This design comes from an exercise in tuning for small area, a short achievable clock period and few clock cycles on the open sky130 flow, not from production work. At most, simulation tests tie the RTL to the original design; equivalence was not proved. Only the layout flow was run in run 6; the RTL was not checked for function there. Power is estimated from default activity; no workload was simulated.

`design/flow/run.sh`:
```
#!/bin/bash
# synth_recipe.tcl (not shown) runs the flow's synth.tcl, then flattens the netlist and writes it again
# the make line also repeats each setting of config.mk as NAME=value (left out here)
make -C /OpenROAD-flow-scripts/flow DESIGN_CONFIG=/design/flow/config.mk WORK_HOME=/design/flow/orfs CLKGATE_MAP_FILE= SYNTH_SCRIPT=/design/flow/synth_recipe.tcl finish
```
`design/flow/config.mk`:
```
export PLATFORM = sky130hd
export DESIGN_NAME = elgamal_signature_verify_unit
export DESIGN_NICKNAME = elgamal_signature_verify_unit
export VERILOG_FILES = /design/flow/design.v
export SDC_FILE = /design/flow/constraint.sdc
export NUM_CORES = 4
export LEC_CHECK = 0
export CAP_MARGIN = 20
export CORE_MARGIN = 2
export CORE_UTILIZATION = 60
export SETUP_SLACK_MARGIN = 5
export SLEW_MARGIN = 20
export TNS_END_PERCENT = 5
```
`design/flow/constraint.sdc`:
```
create_clock -name core_clock -period 9.0 [get_ports {clk}]
set_input_delay 1.8000 -clock core_clock [delete_from_list [all_inputs] [get_ports {clk}]]
set_output_delay 1.8000 -clock core_clock [all_outputs]
set_load 0.01 [all_outputs]
```
`design/flow/design.v`:
```
package elg_pkg;
	localparam int W = 31;
endpackage
module elgamal_signature_verify_unit (
	input  logic                  clk,
	input  logic                  arst_n,
	input  logic                  cfg_valid,
	output logic                  cfg_ready,
	input  logic [1:0]            cfg_index,
	input  logic [elg_pkg::W-1:0] cfg_data,
	input  logic                  start,
	output logic                  busy,
	input  logic [3*elg_pkg::W-1:0] item,
	output logic                  done,
	output logic [2*elg_pkg::W:0] result
);
	localparam int W    = elg_pkg::W;
	localparam int K    = 3;                      
	localparam int NCYC = (W + 2 + K - 1) / K;    
	localparam int NIT  = NCYC * K;               
	localparam int VW   = W + 1;                  
	localparam int SW   = W + 2;                  
	localparam int XW   = W + 3;                  
	localparam int AXW  = K * (NCYC + 1);         
	localparam int PTOP = W - 1;                  
	localparam int JTOP = PTOP / K;
	localparam int KTOP = PTOP % K;
	localparam int DBL_HI = 2 * NIT - (W - 1);    
	localparam int DBL_LO = 2 * NIT;              
	localparam int I_IDLE = 0;    
	localparam int I_ZERO = 1;    
	localparam int I_R2I  = 2;    
	localparam int I_DBL  = 3;    
	localparam int I_RUN  = 4;    
	localparam int I_PA   = 5;    
	localparam int I_PB   = 6;    
	localparam int I_PC   = 7;    
	localparam int I_MEND = 8;    
	localparam int I_SCAN = 9;    
	localparam int I_FRED = 10;   
	localparam int I_COPY = 11;   
	localparam int I_CMP  = 12;   
	localparam int I_DONE = 13;   
	localparam int I_LYR  = 14;   
	localparam int NST    = 15;
	localparam int O_CG = 0, O_CR = 1, O_CY = 2, O_SQ = 3, O_MUL = 4, O_FIN = 5, O_YR = 6;
	localparam int NOP = 7;
	localparam logic [1:0] A_ACC = 2'd0, A_G = 2'd1, A_Y = 2'd2, A_R = 2'd3;
	localparam int B_ACC = 0, B_T1 = 1, B_T2 = 2, B_T3 = 3, B_ONE = 4;
	localparam int NB = 5;
	localparam int D_ACC = 0, D_T1 = 1, D_T2 = 2, D_T3 = 3;
	logic [W-1:0]  p_q, g_q, y_q;
	logic [W-1:0]  r_q, s_q, m_q;
	logic [VW-1:0] acc_q, t1_q, t2_q, t3_q;
	logic [SW-1:0] sv_q, cv_q;
	logic [VW-1:0] breg_q;        
	logic          e_q;           
	logic [K-1:0]  abits_q;
	logic          ver_q, busy_q, done_q;
	logic [NST-1:0] st_q, st_d;
	logic [NOP-1:0] op_q, op_d;
	logic [1:0]     asel_q, asel_d;
	logic [NB-1:0]  bs_q, bs_d;
	logic [3:0]     dest_q, dest_d;
	logic [4:0]     jcnt_q, jcnt_d;
	logic [1:0]     kcnt_q, kcnt_d;
	logic [6:0]     dcnt_q, dcnt_d;
	logic [4:0]     bcnt_q, bcnt_d;
	logic           one_q, one_d;
	logic           left_q, left_d;
	logic mont;
	assign mont = p_q[0];
	assign cfg_ready = 1'b1;
	assign busy = busy_q;
	assign done = done_q;
	assign result = {ver_q, acc_q[W-1:0], m_q};
	always_ff @(posedge clk or negedge arst_n) begin
		if (!arst_n) begin
			p_q <= W'(23);
			g_q <= W'(5);
			y_q <= W'(1);
		end else if (cfg_valid) begin
			unique case (cfg_index)
				2'd0: p_q <= cfg_data;
				2'd1: g_q <= cfg_data;
				2'd2: y_q <= cfg_data;
				default: ;
			endcase
		end
	end
	logic [VW-1:0] bmux;
	assign bmux = ({VW{bs_q[B_ACC]}} & acc_q) | ({VW{bs_q[B_T1]}} & t1_q) |
		({VW{bs_q[B_T2]}} & t2_q) | ({VW{bs_q[B_T3]}} & t3_q);
	logic [1:0]     asel_eff;
	logic [4:0]     aidx;
	logic [AXW-1:0] asrc;
	logic [K-1:0]   amux;
	always_comb begin
		unique case (asel_eff)
			A_ACC:   asrc = AXW'(acc_q);
			A_G:     asrc = AXW'(g_q);
			A_Y:     asrc = AXW'(y_q);
			default: asrc = AXW'(r_q);
		endcase
		amux = '0;
		for (int j = 0; j <= NCYC; j++)
			if (aidx == 5'(j)) amux = asrc[K*j +: K];
	end
	function automatic logic [NB-1:0] tsel(input logic left, input logic [1:0] bits);
		tsel = '0;
		if (!left || bits == 2'b11) tsel[B_T1] = 1'b1;
		else if (bits == 2'b10) tsel[B_T2] = 1'b1;
		else tsel[B_T3] = 1'b1;
	endfunction
	logic [1:0] ebits, ebits_nx;
	logic       enz, elast;
	assign ebits    = left_q ? {r_q[W-1], s_q[W-1]} : {1'b0, m_q[W-1]};
	assign ebits_nx = left_q ? {r_q[W-2], s_q[W-2]} : {1'b0, m_q[W-2]};
	assign enz   = |ebits;
	assign elast = (bcnt_q == 5'd1);
	localparam int TW = SW + K;
	logic [SW-1:0] sv_n, cv_n;
	logic          e_n;
	logic [TW-1:0] pp0, pp1, pp2, mm0, mm1, mm2;
	logic [TW-1:0] x1, y1, x2, y2, x3, y3, x4, y4, x5, y5, xf, yf;
	logic [2:0]    qq, qu;
	logic          qb0, qh1, qg1, qh2, qg2, qhh, qc1, qc2;
	function automatic logic [2*TW-1:0] csa(input logic [TW-1:0] a, b, c);
		logic [TW-1:0] s, cy;
		s  = a ^ b ^ c;
		cy = ((a & b) | (a & c) | (b & c)) << 1;
		csa = {s, cy};
	endfunction
	always_comb begin
		pp0 = abits_q[0] ? TW'(breg_q) : '0;
		pp1 = (abits_q[1] ? TW'({breg_q, 1'b0}) : '0) | TW'(e_q);
		pp2 = abits_q[2] ? TW'({breg_q, 2'b0}) : '0;
		qb0 = abits_q[0] & breg_q[0];
		qh1 = sv_q[0] ^ cv_q[0];
		qg1 = sv_q[0] & cv_q[0];
		qh2 = e_q ^ qb0;
		qg2 = e_q & qb0;
		qhh = qh1 | qh2;
		qq[0] = qh1 ^ qh2;
		qc1 = qhh ^ qg1 ^ qg2;
		qc2 = (qhh & qg1) | (qhh & qg2) | (qg1 & qg2);
		qu = 3'(sv_q[1]) + 3'(cv_q[1]) + 3'(abits_q[0] & breg_q[1]) + 3'(abits_q[1] & breg_q[0]) +
			3'(qq[0] & p_q[1]) + 3'(qc1);
		qq[1] = qu[0];
		qq[2] = sv_q[2] ^ cv_q[2] ^ (abits_q[0] & breg_q[2]) ^ (abits_q[1] & breg_q[1]) ^
			(abits_q[2] & breg_q[0]) ^ (qq[0] & p_q[2]) ^ (qq[1] & !p_q[1]) ^ qu[1] ^ qc2;
		mm0 = qq[0] ? TW'(p_q) : '0;
		mm1 = qq[1] ? TW'({p_q, 1'b0}) : '0;
		mm2 = qq[2] ? TW'({p_q, 2'b0}) : '0;
		{x1, y1} = csa(TW'(sv_q), TW'(cv_q), pp0);
		{x2, y2} = csa(x1, y1, pp1);
		{x3, y3} = csa(x2, y2, pp2);
		{x4, y4} = csa(x3, y3, mm0);
		{x5, y5} = csa(x4, y4, mm1);
		{xf, yf} = csa(x5, y5, mm2);
		e_n  = |(xf[2:0] | yf[2:0]);
		sv_n = xf[K +: SW];
		cv_n = yf[K +: SW];
	end
	logic          sub_q, xsv_q, xsv2_q, xacc2_q, xacc_q, xone_q, xb_q, xinit_q, ycv_q, yb_q;
	logic [XW-1:0] ax, ay;
	logic [XW:0]   asum;
	logic [XW-1:0] ares;
	logic [XW-1:0] init_v;
	assign init_v = (mont && p_q[W-1]) ? (XW'(1) << (W-1)) : XW'(1);
	always_comb begin
		ax = ({XW{xsv_q}} & XW'(sv_q)) |
			({XW{xsv2_q}} & XW'({sv_q, 1'b0})) |
			({XW{xacc2_q}} & XW'({acc_q, 1'b0})) |
			({XW{xacc_q}} & XW'(acc_q)) |
			XW'(xone_q) |
			({XW{xb_q}} & XW'(bmux)) |
			({XW{xinit_q}} & init_v);
		ay = ({XW{ycv_q}} & XW'(cv_q)) |
			({XW{yb_q}} & XW'(breg_q)) |
			({XW{sub_q}} & {{(XW-W){1'b1}}, ~p_q});
		asum = (XW+1)'(({1'b0, ax, 1'b1} + {1'b0, ay, sub_q | (ycv_q & e_q)}) >> 1);
		ares = (sub_q && !asum[XW]) ? ax : asum[XW-1:0];
	end
	logic          launch, chain;
	logic [NOP-1:0] l_op;
	logic [1:0]    l_asel;
	logic [NB-1:0] l_bs;
	logic [3:0]    l_dest;
	logic          acc_we, t1_we, t2_we, t3_we, m_we, rs_sh, m_sh, take;
	logic          adv;       
	always_comb begin
		st_d   = '0;
		op_d   = op_q;
		asel_d = asel_q;
		bs_d   = bs_q;
		dest_d = dest_q;
		jcnt_d = jcnt_q;
		kcnt_d = kcnt_q;
		dcnt_d = dcnt_q;
		bcnt_d = bcnt_q;
		one_d  = one_q;
		left_d = left_q;
		asel_eff = asel_q;
		aidx = jcnt_q + 5'd1;
		launch = 1'b0; chain = 1'b0;
		l_op = '0; l_op[O_SQ] = 1'b1;
		l_asel = A_ACC;
		l_bs = '0; l_bs[B_ACC] = 1'b1;
		l_dest = '0; l_dest[D_ACC] = 1'b1;
		acc_we = 1'b0; t1_we = 1'b0; t2_we = 1'b0; t3_we = 1'b0;
		m_we = 1'b0;
		take = 1'b0; adv = 1'b0;
		if (st_q[I_IDLE]) begin
			if (start) begin
				take = 1'b1;
				if (p_q == '0) st_d[I_ZERO] = 1'b1;
				else st_d[I_R2I] = 1'b1;
			end else st_d[I_IDLE] = 1'b1;
		end
		if (st_q[I_ZERO]) begin
			acc_we = 1'b1;
			m_we = 1'b1;
			st_d[I_CMP] = 1'b1;
		end
		if (st_q[I_R2I]) begin
			acc_we = 1'b1;
			dcnt_d = p_q[W-1] ? 7'(DBL_HI) : 7'(DBL_LO);
			left_d = 1'b0;
			if (mont) st_d[I_DBL] = 1'b1;
			else begin
				launch = 1'b1;
				l_op = '0; l_op[O_CG] = 1'b1; l_asel = A_G;
				l_dest = '0; l_dest[D_T1] = 1'b1;
			end
		end
		if (st_q[I_DBL]) begin
			acc_we = 1'b1;
			dcnt_d = dcnt_q - 7'd1;
			if (dcnt_q == 7'd1) begin
				launch = 1'b1;
				l_op = '0; l_op[O_CG] = 1'b1; l_asel = A_G;
				l_dest = '0; l_dest[D_T1] = 1'b1;
			end else st_d[I_DBL] = 1'b1;
		end
		if (st_q[I_RUN]) begin
			jcnt_d = jcnt_q + 5'd1;
			if (jcnt_q == 5'(NCYC - 1)) st_d[I_MEND] = 1'b1;
			else st_d[I_RUN] = 1'b1;
		end
		if (st_q[I_RUN] | st_q[I_PC]) begin
			if (op_q[O_SQ]) bs_d = tsel(left_q, ebits);
			else begin bs_d = '0; bs_d[B_ACC] = 1'b1; end
		end
		if (st_q[I_PA]) st_d[I_PB] = 1'b1;
		if (st_q[I_PB]) st_d[I_PC] = 1'b1;
		if (st_q[I_PC]) begin
			if (kcnt_q == 2'd0) begin
				kcnt_d = 2'(K - 1);
				jcnt_d = jcnt_q - 5'd1;
			end else begin
				kcnt_d = kcnt_q - 2'd1;
			end
			aidx = jcnt_d;
			if (jcnt_q == 5'd0 && kcnt_q == 2'd0) st_d[I_MEND] = 1'b1;
			else st_d[I_PA] = 1'b1;
		end
		if (st_q[I_MEND]) begin
			acc_we = dest_q[D_ACC];
			t1_we  = dest_q[D_T1];
			t2_we  = dest_q[D_T2];
			t3_we  = dest_q[D_T3];
			if (op_q[O_CG]) begin
				launch = 1'b1;
				l_op = '0; l_op[O_CR] = 1'b1; l_asel = A_R;
				l_dest = '0; l_dest[D_T3] = 1'b1;
			end
			if (op_q[O_CR]) begin
				launch = 1'b1;
				l_op = '0; l_op[O_CY] = 1'b1; l_asel = A_Y;
				l_dest = '0; l_dest[D_T2] = 1'b1;
			end
			if (op_q[O_CY]) begin
				st_d[I_SCAN] = 1'b1; bcnt_d = 5'(W); one_d = 1'b1; left_d = 1'b0;
				bs_d = tsel(1'b0, {1'b0, m_q[W-1]});
			end
			if (op_q[O_YR]) begin
				st_d[I_SCAN] = 1'b1; bcnt_d = 5'(W); one_d = 1'b1; left_d = 1'b1;
				bs_d = tsel(1'b1, {r_q[W-1], s_q[W-1]});
			end
			if (op_q[O_FIN]) st_d[I_FRED] = 1'b1;
			if (op_q[O_SQ] | op_q[O_MUL]) begin
				launch = 1'b1; chain = 1'b1;
				if (op_q[O_SQ] && enz) begin
					l_op = '0; l_op[O_MUL] = 1'b1;
					l_bs = tsel(left_q, ebits);
				end else if (elast) begin
					l_op = '0; l_op[O_FIN] = 1'b1;
					l_bs = '0; l_bs[B_ONE] = 1'b1;
				end else begin
					adv = 1'b1;
				end
			end
		end
		if (st_q[I_SCAN]) begin
			if (!enz) begin
				if (elast) st_d[I_FRED] = 1'b1;
				else begin
					adv = 1'b1;
					st_d[I_SCAN] = 1'b1;
					bs_d = tsel(left_q, ebits_nx);
				end
			end else begin
				acc_we = 1'b1;
				one_d = 1'b0;
				launch = 1'b1; chain = 1'b1;
				if (elast) begin
					l_op = '0; l_op[O_FIN] = 1'b1;
					l_bs = '0; l_bs[B_ONE] = 1'b1;
				end else begin
					adv = 1'b1;
				end
			end
		end
		if (st_q[I_FRED]) begin
			if (!left_q) begin
				m_we = 1'b1;
				st_d[I_COPY] = 1'b1;
				bs_d = '0; bs_d[B_T2] = 1'b1;
			end else begin
				acc_we = 1'b1;
				st_d[I_CMP] = 1'b1;
			end
		end
		if (st_q[I_COPY]) begin
			acc_we = 1'b1;
			st_d[I_LYR] = 1'b1;
			bs_d = '0; bs_d[B_T3] = 1'b1;
		end
		if (st_q[I_LYR]) begin
			launch = 1'b1;
			l_op = '0; l_op[O_YR] = 1'b1;
			l_bs = '0; l_bs[B_T3] = 1'b1;
			l_dest = '0; l_dest[D_T1] = 1'b1;
		end
		if (st_q[I_CMP]) st_d[I_DONE] = 1'b1;
		if (st_q[I_DONE]) st_d[I_IDLE] = 1'b1;
		if (adv) bcnt_d = bcnt_q - 5'd1;
		if (launch) begin
			op_d = l_op; asel_d = l_asel; dest_d = l_dest;
			asel_eff = l_asel;
			if (mont) begin
				st_d[I_RUN] = 1'b1;
				jcnt_d = 5'd0;
				aidx = 5'd0;
			end else begin
				st_d[I_PA] = 1'b1;
				jcnt_d = 5'(JTOP);
				kcnt_d = 2'(KTOP);
				aidx = 5'(JTOP);
			end
		end
	end
	assign rs_sh = adv & left_q;
	assign m_sh  = adv & !left_q;
	logic          b_from_sum;
	logic [VW-1:0] breg_d;
	assign b_from_sum = l_bs[B_ACC] & acc_we;
	always_comb begin
		if (l_bs[B_ONE]) breg_d = VW'(1);
		else if (b_from_sum) breg_d = ares[VW-1:0];
		else breg_d = bmux;
	end
	logic [K-1:0] abits_d;
	always_comb begin
		abits_d = amux;
		if (launch && chain)
			abits_d = mont ? ares[K-1:0] : ares[K*JTOP +: K];
	end
	always_ff @(posedge clk or negedge arst_n) begin
		if (!arst_n) begin
			st_q   <= NST'(1) << I_IDLE;
			busy_q <= 1'b0;
			done_q <= 1'b0;
		end else begin
			st_q   <= st_d;
			sub_q  <= st_d[I_DBL] | st_d[I_PB] | st_d[I_PC] | (st_d[I_FRED] & !(one_d & !left_d));
			busy_q <= !st_d[I_IDLE];
			done_q <= st_d[I_DONE];
		end
	end
	always_ff @(posedge clk) begin
		op_q   <= op_d;
		asel_q <= asel_d;
		bs_q   <= bs_d;
		dest_q <= dest_d;
		jcnt_q <= jcnt_d;
		kcnt_q <= kcnt_d;
		dcnt_q <= dcnt_d;
		bcnt_q <= bcnt_d;
		one_q  <= one_d;
		left_q <= left_d;
		if (st_q[I_RUN] | st_q[I_PC] | launch) abits_q <= abits_d;
		if (launch) breg_q <= breg_d;
		xsv_q   <= st_d[I_MEND] | st_d[I_PB] | st_d[I_PC];
		xsv2_q  <= st_d[I_PA];
		xacc2_q <= st_d[I_DBL];
		xacc_q  <= st_d[I_FRED] & !one_d;
		xone_q  <= st_d[I_FRED] & one_d;
		xb_q    <= st_d[I_SCAN] | st_d[I_COPY];
		xinit_q <= st_d[I_R2I];
		ycv_q   <= st_d[I_MEND] & mont;
		yb_q    <= st_d[I_PA] & abits_d[kcnt_d];
	end
	always_ff @(posedge clk) begin
		if (take) begin
			r_q <= item[3*W-1:2*W];
			s_q <= item[2*W-1:W];
		end else if (rs_sh) begin
			r_q <= {r_q[W-2:0], 1'b0};
			s_q <= {s_q[W-2:0], 1'b0};
		end
		if (take) m_q <= item[W-1:0];
		else if (m_we) m_q <= ares[W-1:0];
		else if (m_sh) m_q <= {m_q[W-2:0], 1'b0};
		if (acc_we) acc_q <= ares[VW-1:0];
		if (t1_we) t1_q <= ares[VW-1:0];
		if (t2_we) t2_q <= ares[VW-1:0];
		if (t3_we) t3_q <= ares[VW-1:0];
		if (launch) begin
			sv_q <= '0;
			cv_q <= '0;
			e_q  <= 1'b0;
		end else begin
			sv_q <= (st_q[I_PA] | st_q[I_PB] | st_q[I_PC]) ? ares[SW-1:0] : sv_n;
			cv_q <= cv_n;
			e_q  <= e_n;
		end
		if (st_q[I_CMP]) ver_q <= (acc_q[W-1:0] == m_q) && (p_q != '0);
	end
endmodule
```
==> run notes, run 1 <==
Critical Path AT 4940 ps; number of filler cells placed in the layout roughly 3,600; worst slack on hold paths approximately 400 ps; number of ports placed on the die boundary 196; Static Leakage 14.6 nW; type of element launching the critical path flip-flop; placed instance area 32,300 µm²; post-route antenna net violation count 0; vias per std cell 6.45; prevailing post-synth register cell edfxtp_1; Yosys top cell by area edfxtp_1; Reg2Reg Capture Point sv_q[6]; core utilization of the finished layout 0.724; maximum number of pins on one net before global-route repair ~70; combined global-route utilization of all metal layers 0.410; Rows between 80 and 90; worst slew margin relative to its limit 0.248; fraction of registers with async set or reset after synthesis 0.227; Worst Path Max Fanout 15; clock-pin slew on the worst setup and hold paths roughly 70 ps; worst reg2reg path depth 17; leading cell type in the layout, fill and taps excluded nand2_1; Pwr Density between 400 and 500 nW/µm²; EDFF count, synth 281; FMAX 227 MHz; CTS sink cnt between 400 and 500; count of vias placed by the detailed router ~25,000; capture endpoint of the worst hold path st_q[13]; Seq cells post-synth around 480; antenna violations before repair 3; core footprint between 40,000 and 50,000 µm²; HPWL after detailed placement roughly 74,000 µm; count of unresolved DRC violations after routing 0; GPL Wtd Cong 1.04; Layout Cell Area excl Fill roughly 36,000 µm²; Total Neg Setup Slack 0 ps; number of buffer cells added on primary ports ~190; clock tree from TritonCTS built; final-report max-slew violation count 0; distinct cell type count of the synthesized netlist 91; multi-input gate area in the final layout about 16,000 µm²; number of maximum-capacitance constraint violations 0; Routed WL per cell roughly 27 µm; effective utilization at floorplan 0.610; H-tree level count 2; Die X approximately 230 µm; CP Capture Type flip-flop; worst path setup slack after routing between 4000 and 5000 ps; part of the Yosys area used for sequential elements 0.433; Setup Viol. Count Final 0; count of final hold-check violations 0; number of global-route vias before repair 24,000; period utilisation layout 0.489; Worst VDD drop about 0.00044 V; maximum buffer depth of the clock tree 3; hold depth 0; layout cells sized above 1 0.146; Worst Setup Slack post-DPL ~3500 ps; run status complete, no violations; cell types with the largest area share after synthesis edfxtp_1 (28%), fa_1 (13%), dfrtp_1 (8.4%); unrepaired setup endpoints after global routing true; internal reg-to-reg setup slack about 4600 ps; setup skew after layout around 32 ps; growth of design area from synthesis to finish 18.7%; final wirelength about 110,000 µm; top library cells by usage in the layout, fill and taps aside nand2_1 (538), edfxtp_1 (281), clkdlybuf4s50_1 (193); length of the first detailed-routing pass in iterations 6; HP Start st_q[12]; proportion of netlist area held by the largest area contributor 0.281; count of warnings emitted by yosys 1; class of the tightest hold or removal check reg2reg; mean cell area of the mapped netlist 10.1 µm²; post-cts hold buffer count 0; first-pass GRT wire length between 150,000 and 200,000 µm; height of the chip approximately 230 µm; net count of the mapped netlist around 3,300; transition time at the pin with the least slew margin 1130 ps; clock latency at the later pin of the worst-skew pair 630 ps; DRC violation total after the first TritonRoute iteration 3,535; area of the die around 52,000 µm²; clock buffer count from CTS 53; root buffer cell clkbuf_16; Worst Setup Path Type reg2reg; shortest period the worst path allows 4400 ps; Post-Synthesis Cell Area 30,000 µm²; Reg-to-Reg Start abits_q[0]; critical path required time 9540 ps; register cell area after layout ~13,000 µm²; post-synthesis instance total 2,961; layout net count around 3,600; final global-route overflow total 0
## power breakdown
| group | internal, mW | switching [mW] |
|---|---|---|
| Combinational | 4.56 | 5.28 |
| Clock | 1.31 | 0.968 |
| Sequential | 2.77 | 0.378 |
| Total | 8.64 | 6.63 |
## kinds of logic (layout without fill, tap and decap cells)
logic type | Yosys count | count (layout) | share of synthesized area
and+or+nand+nor | 1134 | 1134 | 0.173
buffers and inverters | 366 | 617 | 0.0518
DFF | 481 | 481 | 0.433
AOI/OAI and AO/OA | 504 | 504 | 0.113
xor gates and xnor gates | 79 | 80 | 0.0231
muxes | 144 | 144 | 0.0527
other | 1 | 5 | 0.000125
adders and majority gates | 252 | 252 | 0.153
## what timing repair did
item,CTS,global route
gates cloned,2,2
resized for setup,50,90
buffers inserted,27,66
hold endpoints to repair,0,0
setup endpoints to repair,242,260
pin swaps,11,22
## per-stage QoR
step	cells	total power, mW
after floorplan	2961	8.95
after global placement	3680	11.4
after detailed placement	3680	11.6
after CTS	3809	15.0
after global routing	3877	16.5
final	3881	15.3
## routing by layer
metal / part of all wire / GRT usage
met1: 0.39 / 0.580
met2: 0.42 / 0.565
met3: 0.15 / 0.138
met4: 0.052 / 0.199
met5: 0 / 0
## cell type report
class | count | area share
diodes | 4 | 0.000281
clock inverters | 27 | 0.00830
well taps | 664 | 0.0233
inverters | 181 | 0.0193
multi-input cells | 2115 | 0.451
clock buffers | 73 | 0.0428
flip-flops and latches | 481 | 0.365
repair buffers | 335 | 0.0898
repair inverters | 1 | 0.000141
## registers in the layout (all words and copies together), names as in the netlist, 2 cells and up
signal   count
asel_q       2
jcnt_q       5
s_q         31
g_q         31
t3_q        32
op_q         7
y_q         31
r_q         31
m_q         31
t1_q        32
p_q         31
st_q        15
dest_q       4
breg_q      32
kcnt_q       2
abits_q      3
t2_q        32
bcnt_q       5
bs_q         4
cv_q        33
sv_q        33
acc_q       32
dcnt_q       7
## how the worst max path moves through the flow
stage | start | end | slack (ps) | cells past startpoint
floorplan | bs_q[1] | yb_q | 4910 | 19
global placement | abits_q[0] | sv_q[15] | 3530 | 16
detailed placement | abits_q[0] | sv_q[15] | 3500 | 16
CTS | bs_q[2] | m_q[29] | 4650 | 16
global route | abits_q[0] | sv_q[15] | 4540 | 13
finish | abits_q[0] | sv_q[6] | 4600 | 17
## Yosys cell counts, types with 91 or more instances
master    instances
nand3_1          97
a21oi_1         104
dfrtp_1         101
edfxtp_1        281
o21ai_0          94
dfxtp_1          91
fa_1            190
nand2_1         541
and2_1          152
clkbuf_1        106
inv_1           179
nor2_1          184
a22oi_1         158
mux2_2          112
## critical path, stage by stage (launching register included)
cell and delay, ps:
edfxtp_1 440, buf_12 180, and2_4 150, ha_4 260, inv_2 40, ha_4 210
and2_4 160, fa_1 530, ha_4 220, nor2b_2 160, xnor2_2 150, xnor2_2 140
buf_4 170, xnor2_4 250, and2_1 250, fa_1 660, nor2_1 70, a211oi_1 240
Testbench counts, summed over its fixed seeds: cycles 360,580.
==> inputs of run 2 (changes only) <==
--- a/design/flow/config.mk
+++ b/design/flow/config.mk
@@ -10,4 +10,4 @@
 export CORE_UTILIZATION = 60
 export SETUP_SLACK_MARGIN = 5
 export SLEW_MARGIN = 20
-export TNS_END_PERCENT = 5
+export TNS_END_PERCENT = 1
==> run 2 against run 1 <==
  * Non-clock buffer count down 24
  * Synthesized cell count unchanged
  * Combinational power is about 10% lower
  * Largest cell class unchanged
  * Still clean
  * Largest power group unchanged
  * First-iteration DRC count down 8.4%
==> run notes, run 2 <==
prevailing post-synth register cell edfxtp_1; worst path setup slack after routing 4630 ps; transition time at the pin with the least slew margin between 1000 and 1500 ps; post-cts hold buffer count 0; height of the chip approximately 230 µm; number of buffer cells added on primary ports roughly 190; class of the tightest hold or removal check reg2reg; Static Leakage roughly 14 nW; number of maximum-capacitance constraint violations 0; post-route antenna net violation count 0; count of warnings emitted by yosys 1; FMAX about 230 MHz; area of the die between 50,000 and 60,000 µm²; first-pass GRT wire length about 150,000 µm; clock buffer count from CTS 53; DRC violation total after the first TritonRoute iteration approximately 3,200; Pwr Density between 400 and 500 nW/µm²; Seq cells post-synth approximately 480; clock-pin slew on the worst setup and hold paths 60 ps; Routed WL per cell ~27 µm; unrepaired setup endpoints after global routing true; shortest period the worst path allows ~4400 ps; Reg2Reg Capture Point sv_q[4]; core utilization of the finished layout 0.713; internal reg-to-reg setup slack about 4600 ps; HP Start st_q[12]; layout net count ~3,500; length of the first detailed-routing pass in iterations 9; Critical Path AT 4860 ps; run status complete, no violations; distinct cell type count of the synthesized netlist 91; antenna violations before repair 3; combined global-route utilization of all metal layers 0.408; final global-route overflow total 0; Setup Viol. Count Final 0; top library cells by usage in the layout, fill and taps aside nand2_1 (539), edfxtp_1 (281), clkdlybuf4s50_1 (193); Yosys top cell by area edfxtp_1; worst reg2reg path depth 13; Worst VDD drop roughly 0.00043 V; number of ports placed on the die boundary around 200; worst slew margin relative to its limit 0.299; Worst Setup Slack post-DPL approximately 3400 ps; most common cell in the synthesized netlist nand2_1; cell with the biggest individual delay on the critical path fa_2; series of cell instances along the critical path buf_6 > bufbuf_16 > and2_1 > fa_1 > inv_1 > fa_2 > fa_2 > fa_1 > inv_1 > fa_2 > fa_1 > nor2_1 > nor3_1; CTS sink cnt between 400 and 500; layout cells sized above 1 0.127; fraction of registers with async set or reset after synthesis 0.227; Layout Cell Area excl Fill between 30,000 and 40,000 µm²; clock latency at the later pin of the worst-skew pair 620 ps; core footprint between 40,000 and 50,000 µm²; setup skew after layout 32.8 ps; Total Power Consumption 14.1 mW; type of element launching the critical path flip-flop; Rows around 80; period utilisation layout 0.486; Reg-to-Reg Start abits_q[0]; hold depth 0; final wirelength 104,000 µm; count of final hold-check violations 0; critical path required time about 9500 ps; mean cell area of the mapped netlist approximately 10 µm²; net count of the mapped netlist approximately 3,300; placed instance area ~32,000 µm²; capture endpoint of the worst hold path st_q[13]; Worst Setup Path Type reg2reg; slowest stage delay, CP 540 ps; maximum number of pins on one net before global-route repair around 120; post-synthesis instance total around 3,000; critical path depth in cells 13; HPWL after detailed placement between 70,000 and 80,000 µm; Worst Path Max Fanout 16; part of the Yosys area used for sequential elements 0.433; cell types with the largest area share after synthesis edfxtp_1 (28%), fa_1 (13%), dfrtp_1 (8.4%); maximum buffer depth of the clock tree 3; count of unresolved DRC violations after routing 0; EDFF count, synth ~280; leading cell type in the layout, fill and taps excluded nand2_1; GPL Wtd Cong just over 1; count of vias placed by the detailed router around 25,000; family with the most delay on the worst path adder cells; first element of the critical path abits_q[0]; Post-Synthesis Cell Area 30,000 µm²; Worst Path Buf+Inv 4; number of global-route vias before repair around 24,000; clock tree from TritonCTS built; largest registers cv_q: 33 flops, sv_q: 33 flops; vias per std cell 6.40; growth of design area from synthesis to finish 16.9%; Total Neg Setup Slack 0 ps; effective utilization at floorplan 0.610; proportion of netlist area held by the largest area contributor 0.281; Die X around 230 µm; final-report max-slew violation count 0; root buffer cell clkbuf_16; most frequent cells after synthesis nand2_1 (541), edfxtp_1 (281), fa_1 (190); H-tree level count 2; CP Capture Type flip-flop
[run 2: kinds of logic (layout without fill, tap and decap cells)]
kind of cell | Yosys count | after routing | synth area share
buffers and inverters | 366 | 590 | 0.0518
and+or+nand+nor | 1134 | 1134 | 0.173
AOI/OAI and AO/OA | 504 | 504 | 0.113
DFF | 481 | 481 | 0.433
adders and majority gates | 252 | 252 | 0.153
muxes | 144 | 144 | 0.0527
xor gates and xnor gates | 79 | 80 | 0.0231
other | 1 | 3 | 0.000125
[run 2: timing repair]
item                       CTS  global route
gates cloned                 3             1
buffers inserted            36            27
gates resized for setup     62            45
setup endpoints to repair  256           251
pin swaps                   22             9
[run 2: where the power goes]
group	leakage (nW)	switching (mW)	internal, mW	total [mW]
clock network	0.824	0.926	1.21	2.14
registers	4.38	0.352	2.77	3.12
logic	9.16	4.65	4.20	8.84
[run 2: layout make-up]
class | instances | area, µm²
Multi-Input combinational cell | 2115 | 15800
Fill cell | 3644 | 14100
Sequential cell | 481 | 13000
Timing Repair Buffer | 311 | 3010
Clock buffer | 76 | 1490
Tap cell | 664 | 831
Inverter | 181 | 682
Clock inverter | 22 | 198
Antenna cell | 2 | 5.00
[run 2: worst max-delay path by stage]
stage | to
after floorplan | sv_q[15]
after global placement | sv_q[29]
after detailed placement | sv_q[29]
after CTS | sv_q[16]
after global routing | sv_q[16]
final | sv_q[4]
[run 2: metal layers]
metal / GRT usage / routed length, µm / vias up
met5: 0 / 33 / -
met2: 0.578 / 43800 / 1651
met4: 0.186 / 5400 / 4
met3: 0.118 / 14000 / 238
met1: 0.583 / 41200 / 12200
li1: - / - / 10600
[run 2: per-stage QoR]
stage | hold WS, ps | instances
global route | 428 | 3850
floorplan | 362 | 2961
CTS | 419 | 3821
finish | 424 | 3852
detailed placement | 393 | 3684
global placement | 400 | 3684
[run 2: worst reg2reg max path, delay by kind of cell (launching register included)]
| kind | cells | cell delay (ps) |
|---|---|---|
| buf+inv | 4 | 560 |
| simple gates | 3 | 340 |
| fa+ha+maj | 6 | 2900 |
| flops | 1 | 440 |
==> inputs of run 3 (changes only) <==
--- a/design/flow/config.mk
+++ b/design/flow/config.mk
@@ -7,7 +7,7 @@
 export LEC_CHECK = 0
 export CAP_MARGIN = 20
 export CORE_MARGIN = 2
-export CORE_UTILIZATION = 60
+export CORE_UTILIZATION = 65
 export SETUP_SLACK_MARGIN = 5
 export SLEW_MARGIN = 20
 export TNS_END_PERCENT = 1
==> run 3 against run 2 <==
  * Clock skew fell by 7.6 ps
  * Synthesized cell count did not move
  * Worst hold slack got worse by 22 ps
  * Register-to-register slack improved by 30 ps
  * Worst setup slack improved by 34 ps
  * Die area fell by 7.6%
  * Sequential share of layout area fell by 0.11 points
  * Critical path depth rose by 2
  * Sequential power barely moved
  * Maximum frequency rose by 0.77%
  * Clock-buffer cell count fell by 1
  * Cell count fell by 1.9%
  * Critical path type unchanged
  * Largest power group unchanged
  * Highest routed layer is now met4
==> run notes, run 3 <==
Worst Path Max Fanout 15; core footprint between 40,000 and 50,000 µm²; count of final hold-check violations 0; Routed WL per cell ~28 µm; series of cell instances along the critical path buf_12 > a22oi_2 > nand2_1 > a221o_1 > fa_2 > a21o_1 > a21oi_2 > o21a_1 > o31ai_2 > a221o_1 > o41ai_4 > a21oi_2 > xor2_1 > mux2i_4 > a211oi_2; post-synthesis instance total approximately 3,000; maximum number of pins on one net before global-route repair between 80 and 90; worst path setup slack after routing ~4700 ps; Yosys top cell by area edfxtp_1; final global-route overflow total 0; count of vias placed by the detailed router between 20,000 and 25,000; setup skew after layout roughly 25 ps; final-report max-slew violation count 0; number of filler cells placed in the layout about 3,000; Setup Viol. Count Final 0; Worst Setup Path Type reg2reg; distinct cell type count of the synthesized netlist 91; prevailing post-synth register cell edfxtp_1; critical path required time 9380 ps; count of unresolved DRC violations after routing 0; Reg-to-Reg Start bs_q[2]; cell with the biggest individual delay on the critical path a221o_1; number of global-route vias before repair 24,200; run status complete, no violations; Seq cells post-synth between 400 and 500; Static Leakage 14.4 nW; proportion of netlist area held by the largest area contributor 0.281; antenna violations before repair 1; post-route antenna net violation count 0; Rows 78; worst slew margin relative to its limit 0.188; layout net count ~3,500; clock latency at the later pin of the worst-skew pair ~620 ps; fraction of registers with async set or reset after synthesis 0.227; DRC violation total after the first TritonRoute iteration 3,728; net count of the mapped netlist between 3,000 and 4,000; mean cell area of the mapped netlist between 10 and 15 µm²; effective utilization at floorplan 0.659; cell types with the largest area share after synthesis edfxtp_1 (28%), fa_1 (13%), dfrtp_1 (8.4%); area of the die 47,900 µm²; number of antenna repair diodes 0; top library cells by usage in the layout, fill and taps aside nand2_1 (539), edfxtp_1 (281), clkdlybuf4s50_1 (193); maximum buffer depth of the clock tree 3; combined global-route utilization of all metal layers 0.435; type of element launching the critical path flip-flop; GPL Wtd Cong 0.995; number of maximum-capacitance constraint violations 0; Critical Path AT approximately 4700 ps; number of buffer cells added on primary ports 194; worst slack on hold paths ~400 ps; root buffer cell clkbuf_16; height of the chip between 200 and 250 µm; clock buffer count from CTS approximately 50; Worst Setup Slack post-DPL 2530 ps; clock tree from TritonCTS built; growth of design area from synthesis to finish 17.3%; final wirelength approximately 100,000 µm; Total Power Consumption roughly 14 mW; Worst Path Buf+Inv 1; vias per std cell 6.62; family with the most delay on the worst path compound AO/OA/AOI/OAI gates; period utilisation layout 0.482; Pwr Density about 400 nW/µm²; count of warnings emitted by yosys 1; HP Start st_q[12]; Die X roughly 220 µm; H-tree level count 2; CTS sink cnt around 480; HPWL after detailed placement between 70,000 and 80,000 µm; most common cell in the synthesized netlist nand2_1; Post-Synthesis Cell Area around 30,000 µm²; leading cell type in the layout, fill and taps excluded nand2_1; first element of the critical path bs_q[2]; transition time at the pin with the least slew margin about 1200 ps; CP Capture Type flip-flop; length of the first detailed-routing pass in iterations 6; shortest period the worst path allows around 4300 ps; core utilization of the finished layout 0.774; layout cells sized above 1 0.132; unrepaired setup endpoints after global routing true; largest registers cv_q: 33 flops, sv_q: 33 flops; Total Neg Setup Slack 0 ps; class of the tightest hold or removal check reg2reg; EDFF count, synth around 280; slowest stage delay, CP 440 ps; first-pass GRT wire length roughly 150,000 µm; number of ports placed on the die boundary 196; FMAX ~230 MHz; clock-pin slew on the worst setup and hold paths about 60 ps; Worst VDD drop roughly 0.0011 V; part of the Yosys area used for sequential elements 0.433; most frequent cells after synthesis nand2_1 (541), edfxtp_1 (281), fa_1 (190)
run 3: final cells by class:
cell class	count	area, µm²	share of cell area
clock buffer	75	1620	0.0461
clock inverter	20	231	0.00658
inverter	181	691	0.0196
multi-input combinational	2115	15900	0.453
sequential	481	13000	0.370
tap	600	751	0.0213
timing repair buffer	304	2940	0.0837
timing repair inverter	1	7.51	0.000213
run 3: final timing paths:
check / end / slack (ps) / cells after the start
worst max-delay path: breg_q[29] / 4660 / 15
worst min-delay path: st_q[13] / 400 / 0
worst max register to register: breg_q[29] / 4660 / 15
worst min register to register: st_q[13] / 400 / 0
max in group asynchronous: p_q[25] / 6720 / 2
min in group asynchronous: st_q[10] / 1160 / 1
run 3: stage by stage:
step / cell area, µm² / std cells
finish: 35200 / 3777
global route: 35200 / 3777
CTS: 34800 / 3751
detailed placement: 32200 / 3614
global placement: 32200 / 3613
floorplan: 30000 / 2961
run 3: logic make-up (layout without fill, tap and decap cells):
| kind of cell | after synthesis | after routing | synth area share |
|---|---|---|---|
| other | 1 | 1 | 0.000125 |
| DFF | 481 | 481 | 0.433 |
| xor gates and xnor gates | 79 | 80 | 0.0231 |
| adders and majority gates | 252 | 252 | 0.153 |
| and+or+nand+nor | 1134 | 1134 | 0.173 |
| AOI/OAI and AO/OA | 504 | 504 | 0.113 |
| muxes | 144 | 144 | 0.0527 |
| buffers and inverters | 366 | 581 | 0.0518 |
run 3: timing repair:
| action | in CTS | in global routing |
|---|---|---|
| gates cloned | 3 | 3 |
| hold buffers | 0 | 0 |
| endpoints found under the hold margin | 0 | 0 |
| buffers inserted | 39 | 23 |
| gates resized for setup | 73 | 54 |
| pin swaps | 20 | 36 |
| endpoints found under the setup margin | 259 | 244 |
run 3: report_power, final:
group          internal [mW]  leakage (nW)  switching, mW  total [mW]
clock                   1.35         0.909          0.947        2.29
combinational           4.30          9.13           4.75        9.04
sequential              2.76          4.38          0.369        3.13
total                   8.41          14.4           6.07        14.5
run 3: routing by layer:
metal  wire length [µm]  vias up  GRT usage
li1                   -    10500          -
met1              38600    12200      0.606
met2              44700     1949      0.618
met3              16000      270      0.147
met4               5530        0      0.203
met5                  0        -          0
run 3: worst register-to-register path, delay by kind of cell (launching register included):
family                   cells  cell delay [ps]
adder cells (fa/ha/maj)      1              380
multiplexers                 1              160
AND/OR/NAND/NOR              1              130
flip-flops                   1              370
buffers and inverters        1              160
XOR/XNOR                     1              240
AO/OA/AOI/OAI               10             2680
==> inputs of run 4 (changes only) <==
--- a/design/flow/config.mk
+++ b/design/flow/config.mk
@@ -10,4 +10,4 @@
 export CORE_UTILIZATION = 65
 export SETUP_SLACK_MARGIN = 5
 export SLEW_MARGIN = 20
-export TNS_END_PERCENT = 1
+export TNS_END_PERCENT = 5
==> run 4 against run 3 <==
  * Via count is 1.8% higher
  * Cell count is 0.53% higher
  * Sequential power is 1% higher
  * Combinational power is 3.2% higher
  * Clock-buffer cell count is 6 lower
  * Critical path type unchanged
==> run notes, run 4 <==
count of final hold-check violations 0; prevailing post-synth register cell edfxtp_1; count of warnings emitted by yosys 1; CP Capture Type flip-flop; antenna violations before repair 3; shortest period the worst path allows about 4300 ps; final-report max-slew violation count 0; number of instances in the placed design about 3,600; Worst Path Max Fanout 4; final wirelength about 110,000 µm; clock group share of total power 0.147; combined global-route utilization of all metal layers 0.445; worst reg2reg path depth 13; Pwr Density between 400 and 500 nW/µm²; length of the first detailed-routing pass in iterations 8; core footprint 45,500 µm²; class of the tightest hold or removal check reg2reg; P_int 8.34 mW; most frequent cells after synthesis nand2_1 (541), edfxtp_1 (281), fa_1 (190); number of global-route vias before repair between 20,000 and 25,000; Static Leakage 14.4 nW; post-route antenna net violation count 0; distinct cell type count of the synthesized netlist about 90; layout net count ~3,500; Post-Synthesis Cell Area between 20,000 and 30,000 µm²; H-tree level count 2; Worst VDD drop ~0.0013 V; leading cell type in the layout, fill and taps excluded nand2_1; Reg-to-Reg Start sv_q[0]; vias per std cell 6.70; type of element launching the critical path flip-flop; maximum buffer depth of the clock tree 3; Worst Setup Slack post-DPL between 3000 and 4000 ps; share of total power in combinational logic 0.637; number of filler cells placed in the layout ~2,900; Setup Viol. Count Final 0; period utilisation layout 0.478; cell types with the largest area share after synthesis edfxtp_1 (28%), fa_1 (13%), dfrtp_1 (8.4%); count of unresolved DRC violations after routing 0; switching power summed over all nets 6.31 mW; Routed WL per cell approximately 28 µm; FMAX about 230 MHz; most common cell in the synthesized netlist nand2_1; top library cells by usage in the layout, fill and taps aside nand2_1 (537), edfxtp_1 (281), clkdlybuf4s50_1 (193); Die X about 220 µm; maximum number of pins on one net before global-route repair 70; capture endpoint of the worst hold path st_q[13]; unrepaired setup endpoints after global routing true; worst path setup slack after routing 4700 ps; internal reg-to-reg setup slack 4700 ps; hold depth 0; number of maximum-capacitance constraint violations 0; part of the total power dissipated in sequential elements 0.216; CTS sink cnt 481; Yosys top cell by area edfxtp_1; height of the chip 219 µm; post-synthesis instance total approximately 3,000; first-pass GRT wire length 155,000 µm; post-cts hold buffer count 0; core utilization of the finished layout 0.779; count of vias placed by the detailed router 25,400; GPL Wtd Cong 1.06; worst slew margin relative to its limit 0.235; worst slack on hold paths 399 ps; setup skew after layout 28.0 ps; Critical Path AT about 4600 ps; proportion of netlist area held by the largest area contributor 0.281; clock-pin slew on the worst setup and hold paths ~60 ps; area of the die about 48,000 µm²; Rows a little under 80; growth of design area from synthesis to finish 18.1%; layout cells sized above 1 0.142; HPWL after detailed placement roughly 74,000 µm; clock latency at the later pin of the worst-skew pair 620 ps; mean cell area of the mapped netlist just over 10 µm²; Cell Count, Final, Fillers Out between 3,000 and 4,000; HP Start st_q[12]; clock tree from TritonCTS built; largest registers cv_q: 33 flops, sv_q: 33 flops; run status complete, no violations; number of ports placed on the die boundary ~200; Total Neg Setup Slack 0 ps; effective utilization at floorplan 0.659; clock buffer count from CTS 50; Worst Setup Path Type reg2reg; fraction of registers with async set or reset after synthesis 0.227; net count of the mapped netlist ~3,300; EDFF count, synth approximately 280; critical path required time slightly above 9000 ps; Reg2Reg Capture Point t2_q[31]; part of the Yosys area used for sequential elements 0.433; number of buffer cells added on primary ports around 190; final global-route overflow total 0; DRC violation total after the first TritonRoute iteration around 4,000; root buffer cell clkbuf_16; Net Sw Frac 0.431; transition time at the pin with the least slew margin 1140 ps; Seq cells post-synth between 400 and 500
-- run 4: cell counts after synthesis --
Identical to the previous run, type by type.
-- run 4: critical path: stages (launching register included) --
cell and delay [ps]:
dfxtp_1 460, a221o_1 420, a221o_1 390, fa_2 410, a21o_1 200, a21oi_4 160
o21a_1 210, o31ai_4 110, a221o_1 430, o41ai_4 380, a31oi_1 210, xor2_2 230
mux2i_4 260, inv_1 150
-- run 4: layout make-up --
type / count / area (µm²) / area share
diodes: 4 / 10.0 / 0.000283
clock buffers: 69 / 1410 / 0.0397
clock inverters: 25 / 267 / 0.00752
inverters: 181 / 689 / 0.0195
multi-input cells: 2115 / 16200 / 0.456
flip-flops and latches: 481 / 13000 / 0.367
well taps: 600 / 751 / 0.0212
repair buffers: 321 / 3120 / 0.0880
repair inverters: 1 / 5.00 / 0.000141
-- run 4: power groups by stage --
stage	registers, mW	clock network, mW	logic (mW)
finish	3.17	2.15	9.33
global route	3.16	2.23	10.5
CTS	3.12	2.14	9.01
detailed placement	3.16	0	8.22
floorplan	2.96	0	5.98
global placement	3.16	0	7.87
-- run 4: cells by family after synthesis --
group                      after synthesis  synth area share
AOI/OAI and AO/OA                      504             0.113
xor gates and xnor gates                79            0.0231
adders and majority gates              252             0.153
buffers and inverters                  366            0.0518
DFF                                    481             0.433
muxes                                  144            0.0527
other                                    1          0.000125
and+or+nand+nor                       1134             0.173
-- run 4: stage by stage --
stage | cell area [µm²] | power (mW)
after global placement | 32200 | 11.0
after global routing | 35400 | 15.9
after floorplan | 30100 | 8.95
final | 35400 | 14.7
after CTS | 34600 | 14.3
after detailed placement | 32200 | 11.4
-- run 4: metal layers --
layer,part of all wire,vias up,track usage
li1,-,10600,-
met1,0.37,12400,0.620
met2,0.41,2149,0.613
met3,0.16,332,0.155
met4,0.059,2,0.235
met5,0.00012,-,0
-- run 4: repair_timing --
item | 4_1_cts | 5_1_grt
cloned | 3 | 2
resized for setup | 68 | 89
endpoints found under the setup margin | 241 | 265
setup buffers | 37 | 46
pin swaps | 20 | 19
-- run 4: worst max-delay path by stage --
stage          startpoint  endpoint  slack (ps)  depth (start not counted)
2_1_floorplan     bs_q[1]      yb_q        4910                         19
3_3_place_gp       p_q[0]   m_q[29]        3630                         15
3_5_place_dp       p_q[0]   m_q[29]        3670                         15
4_1_cts         acc_q[31]      yb_q        4730                         17
5_1_grt           bs_q[2]      yb_q        4660                         18
6_report          sv_q[0]  t2_q[31]        4700                         13
==> inputs of run 5 (changes only) <==
--- a/design/flow/config.mk
+++ b/design/flow/config.mk
@@ -7,7 +7,7 @@
 export LEC_CHECK = 0
 export CAP_MARGIN = 20
 export CORE_MARGIN = 2
-export CORE_UTILIZATION = 65
+export CORE_UTILIZATION = 72
 export SETUP_SLACK_MARGIN = 5
 export SLEW_MARGIN = 20
 export TNS_END_PERCENT = 5
==> run 5 against run 4 <==
  * Still clean on timing, DRC and antenna
  * Core utilization grew 8.7 points
  * Total power up 0.23%
  * Register-to-register slack worse by 100 ps
  * First-iteration DRC count grew 27%
  * Sequential share of layout area is 0.11 points lower
  * Non-clock buffer count increased by 29
  * Clock-buffer cell count shrank 6
  * Synthesized cell count unchanged
  * Design area grew 0.28%
  * Combinational power barely moved
  * Clock skew is 0.59 ps higher
  * Die area decreased by 9.5%
==> run notes, run 5 <==
Critical Path AT between 4000 and 5000 ps; number of global-route vias before repair ~26,000; core footprint about 41,000 µm²; CTS sink cnt 481; critical path required time approximately 9500 ps; Die X between 200 and 250 µm; setup skew after layout approximately 29 ps; top library cells by usage in the layout, fill and taps aside nand2_1 (535), edfxtp_1 (281), clkdlybuf4s50_1 (193); slowest stage delay, CP just under 600 ps; fraction of registers with async set or reset after synthesis 0.227; critical path depth in cells 15; leading cell type in the layout, fill and taps excluded nand2_1; Cell Count, Final, Fillers Out between 3,000 and 4,000; root buffer cell clkbuf_16; net count of the mapped netlist approximately 3,300; Worst Setup Path Type reg2reg; number of buffer cells added on primary ports a little under 200; most common cell in the synthesized netlist nand2_1; HPWL after detailed placement 71,700 µm; combined global-route utilization of all metal layers 0.494; period utilisation layout 0.489; effective utilization at floorplan 0.731; count of final hold-check violations 0; share of total power in combinational logic 0.636; GPL Wtd Cong between 1 and 1.5; part of the total power dissipated in sequential elements 0.216; clock-pin slew on the worst setup and hold paths ~60 ps; clock buffer count from CTS 51; vias per std cell roughly 7.0; family with the most delay on the worst path adder cells; final-report max-slew violation count 0; largest registers cv_q: 33 flops, sv_q: 33 flops; maximum buffer depth of the clock tree 3; series of cell instances along the critical path buf_6 > buf_8 > and2_1 > fa_1 > inv_1 > fa_1 > inv_1 > fa_1 > inv_1 > fa_1 > inv_1 > fa_1 > fa_1 > o21ai_1 > nor2_1; first-pass GRT wire length approximately 160,000 µm; Rows 74; growth of design area from synthesis to finish 18.4%; DRC violation total after the first TritonRoute iteration ~5,200; worst slew margin relative to its limit 0.254; Pwr Density about 410 nW/µm²; distinct cell type count of the synthesized netlist 91; height of the chip roughly 210 µm; Total Neg Setup Slack 0 ps; H-tree level count 2; number of filler cells placed in the layout about 2,000; number of maximum-capacitance constraint violations 0; Static Leakage 14.5 nW; part of the Yosys area used for sequential elements 0.433; layout net count between 3,000 and 4,000; run status complete, no violations; cell types with the largest area share after synthesis edfxtp_1 (28%), fa_1 (13%), dfrtp_1 (8.4%); Top cell by count, worst path fa_1; length of the first detailed-routing pass in iterations 9; clock latency at the later pin of the worst-skew pair 620 ps; layout cells sized above 1 0.156; number of instances in the placed design approximately 3,500; Worst Path Buf+Inv 6; antenna violations before repair 1; clock tree from TritonCTS built; count of warnings emitted by yosys 1; class of the tightest hold or removal check reg2reg; most frequent cells after synthesis nand2_1 (541), edfxtp_1 (281), fa_1 (190); P_int just over 8 mW; post-synthesis instance total ~3,000; shortest period the worst path allows 4400 ps; transition time at the pin with the least slew margin between 1000 and 1500 ps; prevailing post-synth register cell edfxtp_1; proportion of netlist area held by the largest area contributor 0.281; final wirelength 111,000 µm; Setup Viol. Count Final 0; count of unresolved DRC violations after routing 0; EDFF count, synth between 200 and 300; Net Sw Frac 0.439; Worst VDD drop about 0.00089 V; number of ports placed on the die boundary around 200; worst reg2reg path depth 15; Yosys top cell by area edfxtp_1; Post-Synthesis Cell Area approximately 30,000 µm²; maximum number of pins on one net before global-route repair 90; mean cell area of the mapped netlist between 10 and 15 µm²; unrepaired setup endpoints after global routing true; post-route antenna net violation count 0; FMAX roughly 230 MHz; Seq cells post-synth 481; final global-route overflow total 0; hold depth 0; type of element launching the critical path flip-flop; clock group share of total power 0.148; count of vias placed by the detailed router approximately 26,000; cell with the biggest individual delay on the critical path fa_1; switching power summed over all nets approximately 6.4 mW; CP Capture Type flip-flop; area of the die ~43,000 µm²; Routed WL per cell about 30 µm; Worst Path Max Fanout 16
## run 5: cell count changes in the layout (fill, tap and decap cells not counted), sizes merged
cell / previous run / this run
bufbuf: 2 / 0
bufinv: 5 / 4
clkbuf: 70 / 63
clkinvlp: 4 / 8
inv: 183 / 181
clkinv: 15 / 21
buf: 125 / 157
## run 5: metrics by stage
stage | hold slack, ps | total power [mW] | worst slack [ps] | instance area, µm² | utilization
after floorplan | 362 | 8.95 | 4910 | 30100 | -
after global placement | 379 | 10.5 | 3490 | 32100 | 0.784
after detailed placement | 382 | 11.2 | 3200 | 32100 | 0.784
after CTS | 394 | 14.1 | 4710 | 34600 | 0.843
after global routing | 407 | 15.7 | 4510 | 35500 | 0.866
final | 398 | 14.7 | 4600 | 35500 | 0.866
## run 5: area by class of cell
| type | count | area, µm² | share of cell area |
|---|---|---|---|
| Antenna cell | 4 | 10.0 | 0.000282 |
| Clock buffer | 63 | 1390 | 0.0392 |
| Clock inverter | 31 | 293 | 0.00824 |
| Inverter | 181 | 691 | 0.0194 |
| Multi-Input combinational cell | 2115 | 16200 | 0.456 |
| Sequential cell | 481 | 13000 | 0.366 |
| Tap cell | 532 | 666 | 0.0187 |
| Timing Repair Buffer | 350 | 3260 | 0.0917 |
| Timing Repair inverter | 2 | 10.0 | 0.000282 |
## run 5: repair_timing
action / CTS / global route
setup buffers: 56 / 60
hold buffers: 0 / 0
endpoints found under the setup margin: 254 / 238
pin swaps: 26 / 26
resized for setup: 64 / 97
cloned: 1 / 2
## run 5: per-layer routing
metal / GRT usage / vias to the layer above / wire length [µm]
li1: - / 10600 / -
met1: 0.652 / 12500 / 36700
met2: 0.691 / 2780 / 45400
met3: 0.191 / 577 / 20500
met4: 0.307 / 0 / 8840
met5: 0 / - / 0
## run 5: final timing paths
check	start	to	slack [ps]
min reg2reg	st_q[12]	st_q[13]	400
max	abits_q[0]	sv_q[27]	4600
min	st_q[12]	st_q[13]	400
max reg2reg	abits_q[0]	sv_q[27]	4600
min in group asynchronous	arst_n	st_q[10]	1120
max in group asynchronous	arst_n	st_q[6]	6730
## run 5: power by group through the flow
stage	combinational (mW)	sequential [mW]	clock (mW)
3_3_place_gp	7.38	3.15	0
4_1_cts	8.86	3.11	2.15
5_1_grt	10.3	3.15	2.23
3_5_place_dp	8.09	3.15	0
2_1_floorplan	5.98	2.96	0
6_report	9.34	3.17	2.18
## run 5: logic make-up after synthesis
logic type / share of synthesized area
other cells: 0.000125
buf+inv: 0.0518
simple gates: 0.173
flops: 0.433
fa+ha+maj: 0.153
xor+xnor: 0.0231
mux: 0.0527
compound gates: 0.113
==> inputs of run 6 (changes only) <==
--- a/design/flow/design.v
+++ b/design/flow/design.v
@@ -125,6 +125,7 @@
 	logic [TW-1:0] x1, y1, x2, y2, x3, y3, x4, y4, x5, y5, xf, yf;
 	logic [2:0]    qq, qu;
 	logic          qb0, qh1, qg1, qh2, qg2, qhh, qc1, qc2;
+	logic          qa1, qa2, qa3, qj1, qk1, qj2, qk2;
 	function automatic logic [2*TW-1:0] csa(input logic [TW-1:0] a, b, c);
 		logic [TW-1:0] s, cy;
 		s  = a ^ b ^ c;
@@ -144,8 +145,16 @@
 		qq[0] = qh1 ^ qh2;
 		qc1 = qhh ^ qg1 ^ qg2;
 		qc2 = (qhh & qg1) | (qhh & qg2) | (qg1 & qg2);
-		qu = 3'(sv_q[1]) + 3'(cv_q[1]) + 3'(abits_q[0] & breg_q[1]) + 3'(abits_q[1] & breg_q[0]) +
-			3'(qq[0] & p_q[1]) + 3'(qc1);
+		qa1 = abits_q[0] & breg_q[1];
+		qa2 = abits_q[1] & breg_q[0];
+		qa3 = qq[0] & p_q[1];
+		qj1 = sv_q[1] ^ cv_q[1] ^ qa1;
+		qk1 = (sv_q[1] & cv_q[1]) | (sv_q[1] & qa1) | (cv_q[1] & qa1);
+		qj2 = qa2 ^ qa3 ^ qc1;
+		qk2 = (qa2 & qa3) | (qa2 & qc1) | (qa3 & qc1);
+		qu[0] = qj1 ^ qj2;
+		qu[1] = qk1 ^ qk2 ^ (qj1 & qj2);
+		qu[2] = 1'b0;
 		qq[1] = qu[0];
 		qq[2] = sv_q[2] ^ cv_q[2] ^ (abits_q[0] & breg_q[2]) ^ (abits_q[1] & breg_q[1]) ^
 			(abits_q[2] & breg_q[0]) ^ (qq[0] & p_q[2]) ^ (qq[1] & !p_q[1]) ^ qu[1] ^ qc2;
--- a/design/flow/config.mk
+++ b/design/flow/config.mk
@@ -7,7 +7,7 @@
 export LEC_CHECK = 0
 export CAP_MARGIN = 20
 export CORE_MARGIN = 2
-export CORE_UTILIZATION = 72
+export CORE_UTILIZATION = 65
 export SETUP_SLACK_MARGIN = 5
 export SLEW_MARGIN = 20
 export TNS_END_PERCENT = 5
==> run 6 against run 5 <==
  * Largest cell class unchanged
  * Register-to-register slack worse by 300 ps
  * Global-route usage is 5.1 points lower
  * First-iteration DRC count is 28% lower
  * Clock skew is 12 ps lower
  * Critical path depth is 5 higher
==> run notes, run 6 <==
maximum buffer depth of the clock tree 3; Worst VDD drop about 0.0013 V; final global-route overflow total 0; effective utilization at floorplan 0.656; maximum number of pins on one net before global-route repair 81; number of ports placed on the die boundary a little under 200; count of vias placed by the detailed router between 20,000 and 25,000; root buffer cell clkbuf_16; Post-Synthesis Cell Area 29,600 µm²; Total Neg Setup Slack 0 ps; critical path required time between 9000 and 10,000 ps; cell types with the largest area share after synthesis edfxtp_1 (28%), fa_1 (13%), dfrtp_1 (8.5%); Worst Path Max Fanout 6; distinct cell type count of the synthesized netlist 79; GPL Wtd Cong around 1; worst slack on hold paths around 400 ps; count of unresolved DRC violations after routing 0; layout cells sized above 1 0.197; vias per std cell around 6.7; Seq cells post-synth 481; first-pass GRT wire length between 150,000 and 200,000 µm; class of the tightest hold or removal check reg2reg; EDFF count, synth 281; Static Leakage 14.8 nW; FMAX ~210 MHz; antenna violations before repair 8; HPWL after detailed placement about 70,000 µm; post-synthesis instance total 2,779; number of global-route vias before repair 23,900; post-route antenna net violation count 0; combined global-route utilization of all metal layers 0.443; post-cts hold buffer count 0; leading cell type in the layout, fill and taps excluded nand2_1; layout net count ~3,400; mean cell area of the mapped netlist about 11 µm²; part of the Yosys area used for sequential elements 0.439; Setup Viol. Count Final 0; area of the die 47,300 µm²; Pwr Density roughly 440 nW/µm²; internal reg-to-reg setup slack 4300 ps; setup skew after layout about 17 ps; Rows 78; clock-pin slew on the worst setup and hold paths ~70 ps; type of element launching the critical path flip-flop; length of the first detailed-routing pass in iterations 8; transition time at the pin with the least slew margin between 1000 and 1500 ps; H-tree level count 2; largest registers cv_q: 33 flops, sv_q: 33 flops; height of the chip around 220 µm; number of maximum-capacitance constraint violations 0; clock buffer count from CTS 50; count of warnings emitted by yosys 1; Die X between 200 and 250 µm; fraction of registers with async set or reset after synthesis 0.227; Routed WL per cell around 29 µm; CP Capture Type flip-flop; top library cells by usage in the layout, fill and taps aside nand2_1 (414), edfxtp_1 (281), clkdlybuf4s50_1 (193); shortest period the worst path allows between 4000 and 5000 ps; clock latency at the later pin of the worst-skew pair a little over 600 ps; final wirelength approximately 110,000 µm; count of final hold-check violations 0; proportion of netlist area held by the largest area contributor 0.285; run status complete, no violations; worst slew margin relative to its limit 0.275; Critical Path AT ~5200 ps; most common cell in the synthesized netlist nand2_1; number of buffer cells added on primary ports around 190; growth of design area from synthesis to finish 22.9%; final-report max-slew violation count 0; period utilisation layout 0.523; most frequent cells after synthesis nand2_1 (432), edfxtp_1 (281), fa_1 (190); clock tree from TritonCTS built; unrepaired setup endpoints after global routing true; Yosys top cell by area edfxtp_1; CTS sink cnt slightly below 500; core footprint roughly 45,000 µm²; prevailing post-synth register cell edfxtp_1; number of filler cells placed in the layout ~2,700; DRC violation total after the first TritonRoute iteration between 3,000 and 4,000; net count of the mapped netlist between 3,000 and 4,000; Worst Setup Path Type reg2reg
==> run 6: cell count changes after synthesis, moves of 9 or more <==
cell      previous run  this run
nor3_1              55        29
nand3_1             97        49
o21ai_0             94        69
inv_2                2        21
buf_2               20        10
clkbuf_1           106       115
nand2_1            541       432
mux4_2               0        28
mux2_2             112        94
nor2_1             184       153
a21oi_1            104        82
o21ai_1              4        22
a211oi_1            19        50
==> run 6: per-stage QoR <==
step                setup WS, ps   util  total power [mW]  std cells  area (µm²)
finish                      4300  0.805              15.9       3696       36400
global route                4220  0.805              17.0       3691       36400
CTS                         4470  0.778              15.3       3619       35200
detailed placement          3360  0.712              11.3       3447       32200
global placement            3440  0.712              11.1       3447       32200
floorplan                   4780      -              8.98       2779       29900
==> run 6: cells by family after synthesis <==
logic type | count (synthesis) | synth area share
compound gates | 515 | 0.119
buf+inv | 376 | 0.0523
flops | 481 | 0.439
other cells | 1 | 0.000127
xor+xnor | 75 | 0.0222
simple gates | 917 | 0.142
mux | 162 | 0.0705
fa+ha+maj | 252 | 0.155
==> run 6: timing repair <==
action	CTS	global route
setup endpoints to repair	265	261
resized for setup	115	124
buffers inserted	74	65
gates cloned	6	6
pin swaps	53	37
==> run 6: layout make-up <==
cell class,instances,area (µm²),share of cell area
tap,600,751,0.0206
sequential,481,13000,0.358
clock inverter,24,298,0.00818
timing repair buffer,388,3870,0.106
multi-input combinational,1923,16200,0.446
antenna,6,15.0,0.000413
clock buffer,68,1410,0.0388
inverter,206,785,0.0216
==> run 6: power breakdown <==
group	switching [mW]	internal, mW
clock	0.932	1.27
sequential	0.302	2.77
combinational	5.47	5.13
==> run 6: critical path, stage by stage, from the launching register on <==
cell and delay [ps]:
edfxtp_1 440, buf_12 160, and2_4 160, ha_4 270, inv_4 30, ha_4 150, fa_1 500, inv_1 60
fa_1 540, ha_4 220, nor2b_4 130, xnor2_2 160, xnor2_2 160, buf_6 150, buf_12 130, xnor2_4 280
buf_12 190, and2_4 140, fa_1 410, nor2_1 180, a211oi_2 70
==> run 6: worst paths after layout <==
check	from	end	depth (start not counted)
setup / recovery	abits_q[0]	sv_q[10]	20
hold / removal	st_q[12]	st_q[13]	0
setup reg to reg	abits_q[0]	sv_q[10]	20
hold reg to reg	st_q[12]	st_q[13]	0
max in group asynchronous	arst_n	y_q[5]	2
min in group asynchronous	arst_n	st_q[13]	1
==> run 6: metal layers <==
metal / GRT usage / share of wire / vias up
li1: - / - / 10200
met1: 0.590 / 0.35 / 12100
met2: 0.620 / 0.43 / 2046
met3: 0.166 / 0.15 / 369
met4: 0.266 / 0.068 / 2
met5: 0 / 0.00043 / -

[separate check: timing with driven ports]
The results above use ideal ports. As a check the final layouts listed here were re-extracted and re-timed, cells and wires unchanged.
Step 1 sets driving cells, clkbuf_16 on the clock port and buf_2 on the other inputs (assumed; they add their load-dependent delay and slew).
Step 2, shift: input delay + t, output delay - t, t = (earliest + latest rising clock arrival at the registers) / 2. This alone moves slack from input paths to output paths.
Three values: ideal ports, drivers, drivers and shift; two values: the first two.
| run | shift t [ns] | slack for setup (ns) | worst slew at a driven data input, ns | cell pins on the clock port's net |
|---|---|---|---|---|
| run 1 | 0.676 | 4.602 / 4.602 / 4.602 | 0.06 | 1 |
| run 2 | 0.671 | 4.630 / 4.630 / 4.630 | 0.05 | 1 |
| run 3 | 0.673 | 4.664 / 4.664 / 4.664 | 0.05 | 1 |
| run 4 | 0.662 | 4.702 / 4.702 / 4.471 | 0.06 | 1 |
| run 5 | 0.661 | 4.601 / 4.601 / 4.491 | 0.08 | 1 |
| run 6 | 0.669 | 4.297 / 4.297 / 4.297 | 0.05 | 1 |
After both steps setup and hold are still met in every run listed. For run 4, which loses most, drivers alone change the setup slack by 0.000 ns; drivers and shift together by -0.231 ns.
